What follows belongs to an exercise in optimizing a design on an open flow for small area and a short achievable clock period; a production flow would make more cautious choices. The RTL was checked by simulation tests, not by an equivalence proof against the original design. No activity file was given, so power comes from the tool's default toggle rates.

// fpio_stream_ctrl
module fpio_stream_ctrl #(
  parameter int FIFO_BITS  = 8,
  parameter int DATA_WIDTH = 8,
  parameter int ADDR_BITS  = 4
) (
  input  logic                  clk,
  input  logic                  rstn,
  output logic                  irq,
  input  logic [ADDR_BITS-1:0]  host_addr,
  input  logic                  host_write_en,
  input  logic [31:0]           host_write_data,
  input  logic                  host_read_en,
  output logic [31:0]           host_read_data,
  output logic [DATA_WIDTH-1:0] dat_o_data,
  output logic                  dat_o_valid,
  input  logic                  dat_o_ready,
  input  logic [DATA_WIDTH-1:0] dat_i_data,
  input  logic                  dat_i_valid,
  output logic                  dat_i_ready
);
  localparam int A_TXDATA  = 0;
  localparam int A_TXFREE  = 1;
  localparam int A_RXDATA  = 2;
  localparam int A_RXCOUNT = 3;
  localparam int A_CTRL    = 4;
  localparam int A_DIVISOR = 5;
  localparam int A_STATUS  = 6;
  localparam int A_IRQEN   = 7;
  localparam int A_TXTHR   = 8;
  localparam int A_RXTHR   = 9;
  typedef logic [FIFO_BITS:0]   cnt_t;
  typedef logic [ADDR_BITS-1:0] addr_t;
  logic        tx_en;
  logic        rx_en;
  logic [15:0] divisor;
  logic [15:0] pace_cnt;
  logic        tx_ovf;
  logic        rx_unf;
  logic [3:0]  irq_en;
  cnt_t        tx_thr;
  cnt_t        rx_thr;
  logic        tx_low;
  logic        rx_high;
  logic        o_valid;
  logic        i_ready;
  cnt_t                  tx_free, tx_free_next, rx_count, rx_count_next;
  logic                  tx_full, tx_empty, rx_full, rx_empty;
  logic                  tx_empty_next, tx_full_next, rx_empty_next, rx_full_next;
  logic [DATA_WIDTH-1:0] rx_head;
  logic wr_txdata, wr_ctrl, wr_div, wr_status, wr_irqen, wr_txthr, wr_rxthr;
  logic rd_rxdata;
  logic tx_pop, tx_flush, rx_push, rx_flush;
  logic tx_ovf_set, rx_unf_set, tx_ovf_clr, rx_unf_clr;
  assign wr_txdata = host_write_en && (host_addr == addr_t'(A_TXDATA));
  ...
Size: roughly 9100 cells after synthesis, roughly 93 I/O pins.
make LEC_CHECK=0 CAP_MARGIN=20 CORE_MARGIN=2 CORE_UTILIZATION=62 CTS_BUF_LIST=sky130_fd_sc_hd__clkbuf_16 CTS_CLUSTER_DIAMETER=90 CTS_CLUSTER_SIZE=28 SETUP_SLACK_MARGIN=3.75 SLEW_MARGIN=20 finish   # period 7.5 ns
run.sh (not shown) runs the stock make flow with config.mk's settings and CLKGATE_MAP_FILE= SYNTH_SCRIPT=/design/flow/synth_recipe.tcl, a recipe that flattens the netlist after the stock synthesis.
==> next run, changes <==
--- a/flow/design.v
+++ b/flow/design.v
@@ -265,47 +265,38 @@
       pace_cnt <= pace_n;
       irq      <= |({rx_high, tx_low, rx_unf, tx_ovf} & irq_en);
       tx_low   <= ({1'b0, tx_free_next} + {1'b0, tx_thr_n}) >= 10'd256;
       rx_high  <= (rx_count_next >= rx_thr_n);
       o_valid  <= tx_en_n && !tx_empty_next && (pace_n == '0);
       i_ready  <= rx_en_n && !rx_full_next;
     end
   end
   logic [15:0] rb_txfree, rb_rxdata, rd_rxcount, rd_ctrl, rd_div, rd_status;
   logic [15:0] rd_irqen, rd_txthr, rd_rxthr;
-  logic [15:0] rd_g0, rd_g1, rd_g2;
+  logic [3:0]  adec_lo, adec_hi;
   always_comb begin
     rb_txfree  = 16'(tx_free);
     rb_rxdata  = 16'(rx_head);    
     rd_rxcount = 16'(rx_count);
     rd_ctrl    = {14'd0, rx_en, tx_en};
     rd_div     = divisor;
     rd_status  = {12'd0, rx_high, tx_low, rx_unf, tx_ovf};
     rd_irqen   = {12'd0, irq_en};
     rd_txthr   = 16'(tx_thr);
     rd_rxthr   = 16'(rx_thr);
-    case (host_addr[1:0])
-      2'd0:    rd_g0 = 16'd0;
-      2'd1:    rd_g0 = rb_txfree;
-      2'd2:    rd_g0 = rb_rxdata;
-      default: rd_g0 = rd_rxcount;
-    endcase
-    case (host_addr[1:0])
-      2'd0:    rd_g1 = rd_ctrl;
-      2'd1:    rd_g1 = rd_div;
-      2'd2:    rd_g1 = rd_status;
-      default: rd_g1 = rd_irqen;
-    endcase
-    case (host_addr[1:0])
-      2'd0:    rd_g2 = rd_txthr;
-      2'd1:    rd_g2 = rd_rxthr;
-      default: rd_g2 = 16'd0;
-    endcase
+    for (int k = 0; k < 4; k++) begin
+      adec_lo[k] = (host_addr[1:0] == 2'(k));
+      adec_hi[k] = (host_addr[3:2] == 2'(k));
+    end
     host_read_data = '0;
-    case (host_addr[3:2])
-      2'd0:    host_read_data[15:0] = rd_g0;
-      2'd1:    host_read_data[15:0] = rd_g1;
-      2'd2:    host_read_data[15:0] = rd_g2;
-      default: host_read_data[15:0] = 16'd0;
-    endcase
+    host_read_data[15:0] =
+        ({16{adec_hi[0] & adec_lo[1]}} & rb_txfree)  |
+        ({16{adec_hi[0] & adec_lo[2]}} & rb_rxdata)  |
+        ({16{adec_hi[0] & adec_lo[3]}} & rd_rxcount) |
+        ({16{adec_hi[1] & adec_lo[0]}} & rd_ctrl)    |
+        ({16{adec_hi[1] & adec_lo[1]}} & rd_div)     |
+        ({16{adec_hi[1] & adec_lo[2]}} & rd_status)  |
+        ({16{adec_hi[1] & adec_lo[3]}} & rd_irqen)   |
+        ({16{adec_hi[2] & adec_lo[0]}} & rd_txthr)   |
+        ({16{adec_hi[2] & adec_lo[1]}} & rd_rxthr);
   end
 endmodule
Design area is about the same.
Power grows by about 2.6%.
Worst hold slack is worse by 0.034 ns.
Fmax is lower by about 6%.
Routed wire length rises by 1.3%.
Clock-buffer cell count went up by 5.
Cell count is about the same.
Worst setup slack gets worse by 0.24 ns.
Area after synthesis stays flat.
Global-route usage is higher by 0.76 points.
Clock skew is about the same.
Non-clock buffer count grows by 8.
Synthesized cell count is unchanged.

---

## build 3
The RTL this note starts from:
==> flow/design.v <==
module fpio_sync_fifo #(
  parameter int FIFO_BITS  = 8,
  parameter int DATA_WIDTH = 8,
  parameter int LO_BITS    = 4,
  parameter bit FREE       = 1'b0    
) (
  input  logic                  clk,
  input  logic                  rstn,
  input  logic                  push,
  input  logic                  pop,
  input  logic                  flush,
  input  logic [DATA_WIDTH-1:0] wdata,
  output logic [DATA_WIDTH-1:0] rdata,
  output logic [FIFO_BITS:0]    lvl,
  output logic [FIFO_BITS:0]    lvl_next,
  output logic                  full,
  output logic                  empty,
  output logic                  empty_next,
  output logic                  full_next
);
  localparam int DEPTH = 1 << FIFO_BITS;
  localparam int LO = LO_BITS;
  localparam int HI = FIFO_BITS - LO_BITS;
  localparam int NLO = 1 << LO;
  localparam int NHI = 1 << HI;
  localparam logic [FIFO_BITS:0] FULL_CNT = (FIFO_BITS+1)'(DEPTH);
  localparam logic [FIFO_BITS:0] LVL_RST  = FREE ? FULL_CNT : '0;
  logic [DATA_WIDTH-1:0] mem [DEPTH];
  logic [FIFO_BITS-1:0]  wr_ptr;
  logic [NLO-1:0]        rsel_lo;     
  logic [NHI-1:0]        rsel_hi;     
  logic                  one;         
  logic                  do_push;
  logic                  do_pop;
  logic [DATA_WIDTH-1:0] head;
  assign do_push = push && !full;
  assign do_pop  = pop && !empty;
  assign rdata   = head;
  always_comb begin
    lvl_next = lvl;
    if (flush)                   lvl_next = LVL_RST;
    else if (do_push && !do_pop) lvl_next = FREE ? lvl - 1'b1 : lvl + 1'b1;
    else if (do_pop && !do_push) lvl_next = FREE ? lvl + 1'b1 : lvl - 1'b1;
  end
  logic one_next;
  always_comb begin
    if (FREE) begin
      empty_next = (lvl_next == FULL_CNT);
      full_next  = (lvl_next == '0);
      one_next   = (lvl_next == FULL_CNT - 1'b1);
    end else begin
      empty_next = (lvl_next == '0);
      full_next  = (lvl_next == FULL_CNT);
      one_next   = (lvl_next == (FIFO_BITS+1)'(1));
    end
  end
  always_ff @(posedge clk or negedge rstn) begin
    if (!rstn) begin
      wr_ptr  <= '0;
      rsel_lo <= (NLO)'(2);
      rsel_hi <= (NHI)'(1);
      lvl     <= LVL_RST;
      empty   <= 1'b1;
      full    <= 1'b0;
      one     <= 1'b0;
    end else begin
      lvl   <= lvl_next;
      empty <= empty_next;
      full  <= full_next;
      one   <= one_next;
      if (flush) begin
        wr_ptr  <= '0;
        rsel_lo <= (NLO)'(2);
        rsel_hi <= (NHI)'(1);
      end else begin
        if (do_push) wr_ptr <= wr_ptr + 1'b1;
        if (do_pop) begin
          rsel_lo <= {rsel_lo[NLO-2:0], rsel_lo[NLO-1]};
          if (rsel_lo[NLO-1]) rsel_hi <= {rsel_hi[NHI-2:0], rsel_hi[NHI-1]};
        end
      end
    end
  end
  logic [DEPTH-1:0] we;
  always_comb begin
    for (int i = 0; i < DEPTH; i++)
      we[i] = (wr_ptr == (FIFO_BITS)'(i));
  end
  always_ff @(posedge clk) begin
    for (int i = 0; i < DEPTH; i++)
      if (we[i]) mem[i] <= wdata;
  end
  logic [DATA_WIDTH-1:0] grp [NHI];
  logic [DATA_WIDTH-1:0] nxt_data;
  always_comb begin
    for (int g = 0; g < NHI; g++) begin
      grp[g] = '0;
      for (int i = 0; i < NLO; i++)
        grp[g] = grp[g] | (mem[g*NLO+i] & {DATA_WIDTH{rsel_lo[i]}});
    end
    nxt_data = '0;
    for (int g = 0; g < NHI; g++)
      nxt_data = nxt_data | (grp[g] & {DATA_WIDTH{rsel_hi[g]}});
  end
  always_ff @(posedge clk) begin
    if (do_pop) head <= one ? wdata : nxt_data;
    else if (empty) head <= wdata;
  end
endmodule
module fpio_stream_ctrl #(
  parameter int FIFO_BITS  = 8,
  parameter int DATA_WIDTH = 8,
  parameter int ADDR_BITS  = 4
) (
  input  logic                  clk,
  input  logic                  rstn,
  output logic                  irq,
  input  logic [ADDR_BITS-1:0]  host_addr,
  input  logic                  host_write_en,
  input  logic [31:0]           host_write_data,
  input  logic                  host_read_en,
  output logic [31:0]           host_read_data,
  output logic [DATA_WIDTH-1:0] dat_o_data,
  output logic                  dat_o_valid,
  input  logic                  dat_o_ready,
  input  logic [DATA_WIDTH-1:0] dat_i_data,
  input  logic                  dat_i_valid,
  output logic                  dat_i_ready
);
  localparam int A_TXDATA  = 0;
  localparam int A_TXFREE  = 1;
  localparam int A_RXDATA  = 2;
  localparam int A_RXCOUNT = 3;
  localparam int A_CTRL    = 4;
  localparam int A_DIVISOR = 5;
  localparam int A_STATUS  = 6;
  localparam int A_IRQEN   = 7;
  localparam int A_TXTHR   = 8;
  localparam int A_RXTHR   = 9;
  typedef logic [FIFO_BITS:0]   cnt_t;
  typedef logic [ADDR_BITS-1:0] addr_t;
  logic        tx_en;
  logic        rx_en;
  logic [15:0] divisor;
  logic [15:0] pace_cnt;
  logic        tx_ovf;
  logic        rx_unf;
  logic [3:0]  irq_en;
  cnt_t        tx_thr;
  cnt_t        rx_thr;
  logic        tx_low;
  logic        rx_high;
  logic        o_valid;
  logic        i_ready;
  cnt_t                  tx_free, tx_free_next, rx_count, rx_count_next;
  logic                  tx_full, tx_empty, rx_full, rx_empty;
  logic                  tx_empty_next, tx_full_next, rx_empty_next, rx_full_next;
  logic [DATA_WIDTH-1:0] rx_head;
  logic wr_txdata, wr_ctrl, wr_div, wr_status, wr_irqen, wr_txthr, wr_rxthr;
  logic rd_rxdata;
  logic tx_pop, tx_flush, rx_push, rx_flush;
  logic tx_ovf_set, rx_unf_set, tx_ovf_clr, rx_unf_clr;
  assign wr_txdata = host_write_en && (host_addr == addr_t'(A_TXDATA));
  assign wr_ctrl   = host_write_en && (host_addr == addr_t'(A_CTRL));
  assign wr_div    = host_write_en && (host_addr == addr_t'(A_DIVISOR));
  assign wr_status = host_write_en && (host_addr == addr_t'(A_STATUS));
  assign wr_irqen  = host_write_en && (host_addr == addr_t'(A_IRQEN));
  assign wr_txthr  = host_write_en && (host_addr == addr_t'(A_TXTHR));
  assign wr_rxthr  = host_write_en && (host_addr == addr_t'(A_RXTHR));
  assign rd_rxdata = host_read_en  && (host_addr == addr_t'(A_RXDATA));
  assign tx_flush    = wr_ctrl && host_write_data[2];
  assign rx_flush    = wr_ctrl && host_write_data[3];
  assign dat_o_valid = o_valid;
  assign tx_pop      = o_valid && dat_o_ready;
  assign dat_i_ready = i_ready;
  assign rx_push     = dat_i_valid && i_ready;
  assign tx_ovf_set = wr_txdata && tx_full;
  assign rx_unf_set = rd_rxdata && rx_empty;
  assign tx_ovf_clr = wr_status && host_write_data[0];
  assign rx_unf_clr = wr_status && host_write_data[1];
  fpio_sync_fifo #(.FIFO_BITS(FIFO_BITS), .DATA_WIDTH(DATA_WIDTH), .FREE(1'b1)) u_tx_fifo (
    .clk        (clk),
    .rstn       (rstn),
    .push       (wr_txdata),
    .pop        (tx_pop),
    .flush      (tx_flush),
    .wdata      (host_write_data[DATA_WIDTH-1:0]),
    .rdata      (dat_o_data),
    .lvl        (tx_free),
    .lvl_next   (tx_free_next),
    .full       (tx_full),
    .empty      (tx_empty),
    .empty_next (tx_empty_next),
    .full_next  (tx_full_next)
  );
  fpio_sync_fifo #(.FIFO_BITS(FIFO_BITS), .DATA_WIDTH(DATA_WIDTH), .FREE(1'b0)) u_rx_fifo (
    .clk        (clk),
    .rstn       (rstn),
    .push       (rx_push),
    .pop        (rd_rxdata),
    .flush      (rx_flush),
    .wdata      (dat_i_data),
    .rdata      (rx_head),
    .lvl        (rx_count),
    .lvl_next   (rx_count_next),
    .full       (rx_full),
    .empty      (rx_empty),
    .empty_next (rx_empty_next),
    .full_next  (rx_full_next)
  );
  logic        tx_en_n, rx_en_n;
  logic [15:0] pace_n;
  cnt_t        tx_thr_n, rx_thr_n;
  logic        tx_ovf_n, rx_unf_n;
  always_comb begin
    tx_en_n  = wr_ctrl  ? host_write_data[0] : tx_en;
    rx_en_n  = wr_ctrl  ? host_write_data[1] : rx_en;
    tx_thr_n = wr_txthr ? host_write_data[FIFO_BITS:0] : tx_thr;
    rx_thr_n = wr_rxthr ? host_write_data[FIFO_BITS:0] : rx_thr;
    tx_ovf_n = tx_ovf_set || (tx_ovf && !tx_ovf_clr);
    rx_unf_n = rx_unf_set || (rx_unf && !rx_unf_clr);
    if (tx_flush)            pace_n = '0;
    else if (tx_pop)         pace_n = divisor;
    else if (pace_cnt != '0) pace_n = pace_cnt - 16'd1;
    else                     pace_n = pace_cnt;
  end
  always_ff @(posedge clk or negedge rstn) begin
    if (!rstn) begin
      tx_en    <= 1'b0;
      rx_en    <= 1'b0;
      divisor  <= '0;
      pace_cnt <= '0;
      tx_ovf   <= 1'b0;
      rx_unf   <= 1'b0;
      irq_en   <= '0;
      tx_thr   <= '0;
      rx_thr   <= '0;
      irq      <= 1'b0;
      tx_low   <= 1'b1;
      rx_high  <= 1'b1;
      o_valid  <= 1'b0;
      i_ready  <= 1'b0;
    end else begin
      tx_en    <= tx_en_n;
      rx_en    <= rx_en_n;
      if (wr_div)   divisor <= host_write_data[15:0];
      if (wr_irqen) irq_en  <= host_write_data[3:0];
      tx_thr   <= tx_thr_n;
      rx_thr   <= rx_thr_n;
      tx_ovf   <= tx_ovf_n;
      rx_unf   <= rx_unf_n;
      pace_cnt <= pace_n;
      irq      <= |({rx_high, tx_low, rx_unf, tx_ovf} & irq_en);
      tx_low   <= ({1'b0, tx_free_next} + {1'b0, tx_thr_n}) >= 10'd256;
      rx_high  <= (rx_count_next >= rx_thr_n);
      o_valid  <= tx_en_n && !tx_empty_next && (pace_n == '0);
      i_ready  <= rx_en_n && !rx_full_next;
    end
  end
  logic [15:0] rb_txfree, rb_rxdata, rd_rxcount, rd_ctrl, rd_div, rd_status;
  logic [15:0] rd_irqen, rd_txthr, rd_rxthr;
  logic [15:0] rd_g0, rd_g1, rd_g2;
  always_comb begin
    rb_txfree  = 16'(tx_free);
    rb_rxdata  = rx_empty ? 16'd0 : 16'(rx_head);
    rd_rxcount = 16'(rx_count);
    rd_ctrl    = {14'd0, rx_en, tx_en};
    rd_div     = divisor;
    rd_status  = {12'd0, rx_high, tx_low, rx_unf, tx_ovf};
    rd_irqen   = {12'd0, irq_en};
    rd_txthr   = 16'(tx_thr);
    rd_rxthr   = 16'(rx_thr);
    case (host_addr[1:0])
      2'd0:    rd_g0 = 16'd0;
      2'd1:    rd_g0 = rb_txfree;
      2'd2:    rd_g0 = rb_rxdata;
      default: rd_g0 = rd_rxcount;
    endcase
    case (host_addr[1:0])
      2'd0:    rd_g1 = rd_ctrl;
      2'd1:    rd_g1 = rd_div;
      2'd2:    rd_g1 = rd_status;
      default: rd_g1 = rd_irqen;
    endcase
    case (host_addr[1:0])
      2'd0:    rd_g2 = rd_txthr;
      2'd1:    rd_g2 = rd_rxthr;
      default: rd_g2 = 16'd0;
    endcase
    host_read_data = '0;
    case (host_addr[3:2])
      2'd0:    host_read_data[15:0] = rd_g0;
      2'd1:    host_read_data[15:0] = rd_g1;
      2'd2:    host_read_data[15:0] = rd_g2;
      default: host_read_data[15:0] = 16'd0;
    endcase
  end
endmodule
clock: 7.5 ns
lec_check: 0
cap_margin: 20
core_margin: 2
core_utilization: 55
cts_buf_list: sky130_fd_sc_hd__clkbuf_8
cts_cluster_diameter: 80
cts_cluster_size: 14
setup_slack_margin: 3.5
slew_margin: 20
[inputs] trial 74 vs build 3
diff --git a/flow/design.v b/flow/design.v
--- a/flow/design.v
+++ b/flow/design.v
@@ -1,9 +1,10 @@
 module fpio_sync_fifo #(
   parameter int FIFO_BITS  = 8,
   parameter int DATA_WIDTH = 8,
-  parameter int LO_BITS    = 4,
-  parameter bit FREE       = 1'b0    
+  parameter int LO_BITS    = 5,
+  parameter bit FREE       = 1'b0,   
+  parameter bit ZERO_EMPTY = 1'b0    
 ) (
   input  logic                  clk,
   input  logic                  rstn,
   input  logic                  push,
@@ -26,10 +27,12 @@
   localparam logic [FIFO_BITS:0] FULL_CNT = (FIFO_BITS+1)'(DEPTH);
   localparam logic [FIFO_BITS:0] LVL_RST  = FREE ? FULL_CNT : '0;
   logic [DATA_WIDTH-1:0] mem [DEPTH];
   logic [FIFO_BITS-1:0]  wr_ptr;
-  logic [NLO-1:0]        rsel_lo;     
-  logic [NHI-1:0]        rsel_hi;     
+  logic [NLO-1:0]        rsel_lo_n;
+  logic [NHI-1:0]        rsel_hi_n;
+  localparam logic [NLO-1:0] RLO_INIT = {{(NLO-2){1'b1}}, 2'b01};
+  localparam logic [NHI-1:0] RHI_INIT = {{(NHI-1){1'b1}}, 1'b0};
   logic                  one;         
   logic                  do_push;
   logic                  do_pop;
   logic [DATA_WIDTH-1:0] head;
@@ -56,10 +59,10 @@
   end
   always_ff @(posedge clk or negedge rstn) begin
     if (!rstn) begin
       wr_ptr  <= '0;
-      rsel_lo <= (NLO)'(2);
-      rsel_hi <= (NHI)'(1);
+      rsel_lo_n <= RLO_INIT;
+      rsel_hi_n <= RHI_INIT;
       lvl     <= LVL_RST;
       empty   <= 1'b1;
       full    <= 1'b0;
       one     <= 1'b0;
@@ -68,16 +71,16 @@
       empty <= empty_next;
       full  <= full_next;
       one   <= one_next;
       if (flush) begin
-        wr_ptr  <= '0;
-        rsel_lo <= (NLO)'(2);
-        rsel_hi <= (NHI)'(1);
+        wr_ptr    <= '0;
+        rsel_lo_n <= RLO_INIT;
+        rsel_hi_n <= RHI_INIT;
       end else begin
         if (do_push) wr_ptr <= wr_ptr + 1'b1;
         if (do_pop) begin
-          rsel_lo <= {rsel_lo[NLO-2:0], rsel_lo[NLO-1]};
-          if (rsel_lo[NLO-1]) rsel_hi <= {rsel_hi[NHI-2:0], rsel_hi[NHI-1]};
+          rsel_lo_n <= {rsel_lo_n[NLO-2:0], rsel_lo_n[NLO-1]};
+          if (!rsel_lo_n[NLO-1]) rsel_hi_n <= {rsel_hi_n[NHI-2:0], rsel_hi_n[NHI-1]};
         end
       end
     end
   end
@@ -93,19 +96,28 @@
   logic [DATA_WIDTH-1:0] grp [NHI];
   logic [DATA_WIDTH-1:0] nxt_data;
   always_comb begin
     for (int g = 0; g < NHI; g++) begin
-      grp[g] = '0;
+      grp[g] = {DATA_WIDTH{1'b1}};
       for (int i = 0; i < NLO; i++)
-        grp[g] = grp[g] | (mem[g*NLO+i] & {DATA_WIDTH{rsel_lo[i]}});
+        grp[g] = grp[g] & (mem[g*NLO+i] | {DATA_WIDTH{rsel_lo_n[i]}});
     end
-    nxt_data = '0;
+    nxt_data = {DATA_WIDTH{1'b1}};
     for (int g = 0; g < NHI; g++)
-      nxt_data = nxt_data | (grp[g] & {DATA_WIDTH{rsel_hi[g]}});
+      nxt_data = nxt_data & (grp[g] | {DATA_WIDTH{rsel_hi_n[g]}});
   end
-  always_ff @(posedge clk) begin
-    if (do_pop) head <= one ? wdata : nxt_data;
-    else if (empty) head <= wdata;
+  logic empty_after;    
+  assign empty_after = flush || (!do_push && (empty || (one && do_pop)));
+  always_ff @(posedge clk or negedge rstn) begin
+    if (!rstn) begin
+      head <= '0;
+    end else if (ZERO_EMPTY && empty_after) begin
+      head <= '0;
+    end else if (do_pop) begin
+      head <= one ? wdata : nxt_data;
+    end else if (empty) begin
+      head <= wdata;
+    end
   end
 endmodule
 module fpio_stream_ctrl #(
   parameter int FIFO_BITS  = 8,
@@ -192,9 +204,10 @@
     .empty      (tx_empty),
     .empty_next (tx_empty_next),
     .full_next  (tx_full_next)
   );
-  fpio_sync_fifo #(.FIFO_BITS(FIFO_BITS), .DATA_WIDTH(DATA_WIDTH), .FREE(1'b0)) u_rx_fifo (
+  fpio_sync_fifo #(.FIFO_BITS(FIFO_BITS), .DATA_WIDTH(DATA_WIDTH), .FREE(1'b0),
+                   .ZERO_EMPTY(1'b1)) u_rx_fifo (
     .clk        (clk),
     .rstn       (rstn),
     .push       (rx_push),
     .pop        (rd_rxdata),
@@ -261,9 +274,9 @@
   logic [15:0] rd_irqen, rd_txthr, rd_rxthr;
   logic [15:0] rd_g0, rd_g1, rd_g2;
   always_comb begin
     rb_txfree  = 16'(tx_free);
-    rb_rxdata  = rx_empty ? 16'd0 : 16'(rx_head);
+    rb_rxdata  = 16'(rx_head);    
     rd_rxcount = 16'(rx_count);
     rd_ctrl    = {14'd0, rx_en, tx_en};
     rd_div     = divisor;
     rd_status  = {12'd0, rx_high, tx_low, rx_unf, tx_ovf};
## What came out
Trial 74 vs build 3, measured slew at the worst slew-check pin went down by 0.019 ns. The horizontal die dimension in trial 74 was lower than what build 3 gave. Going from build 3 to trial 74, the share of the core filled with cells was found to have gone up by 0.58 points. Portion of the layout cell area used by clock cells delta (trial 74 -> build 3): insignificant. [compare] base=build 3 new=trial 74: aggregate routed wire length increased 9.9%, worst setup slack decreased 0.064 ns. [compare] base=build 3 new=trial 74: instance area at placement comparable, layout multi-input combinational cell count went up 119, final estimated routing congestion in global placement now sits higher. Trial 74 ended with every stage complete and zero timing, DRC or antenna violations.

==> afterwards: timing with drivers on the ports <==
The flow's constraints put no driver on any port. The routed layouts listed below were extracted and timed again, unchanged, in two steps.
Step 1 assumes that a clkbuf_16 drives the clock port and a buf_2 every other input.
Step 2, shift: input delay + t, output delay - t, t = (earliest + latest rising clock arrival at the registers) / 2. This alone moves slack from input paths to output paths.
Slacks: ideal / step 1 / step 2; pairs: ideal / step 1.
| run | t (ns) | setup WS [ns] | worst register clock-pin slew, ns | worst slew at a driven data input, ns |
|---|---|---|---|---|
| the first run of note 1 | 0.968 | 3.477 / 3.283 / 2.886 | 0.11 / 0.11 | 0.21 |
| the second run of note 1 | 1.004 | 3.233 / 3.115 / 2.793 | 0.12 / 0.12 | 0.22 |
| build 3 | 1.183 | 3.380 / 3.319 / 2.566 | 0.11 / 0.11 | 0.13 |
| trial 74 | 1.208 | 3.316 / 3.256 / 2.509 | 0.11 / 0.11 | 0.06 |
After both steps setup and hold are still met in every run listed. For build 3, which loses most, drivers alone change the setup slack by -0.061 ns; drivers and shift together by -0.814 ns.
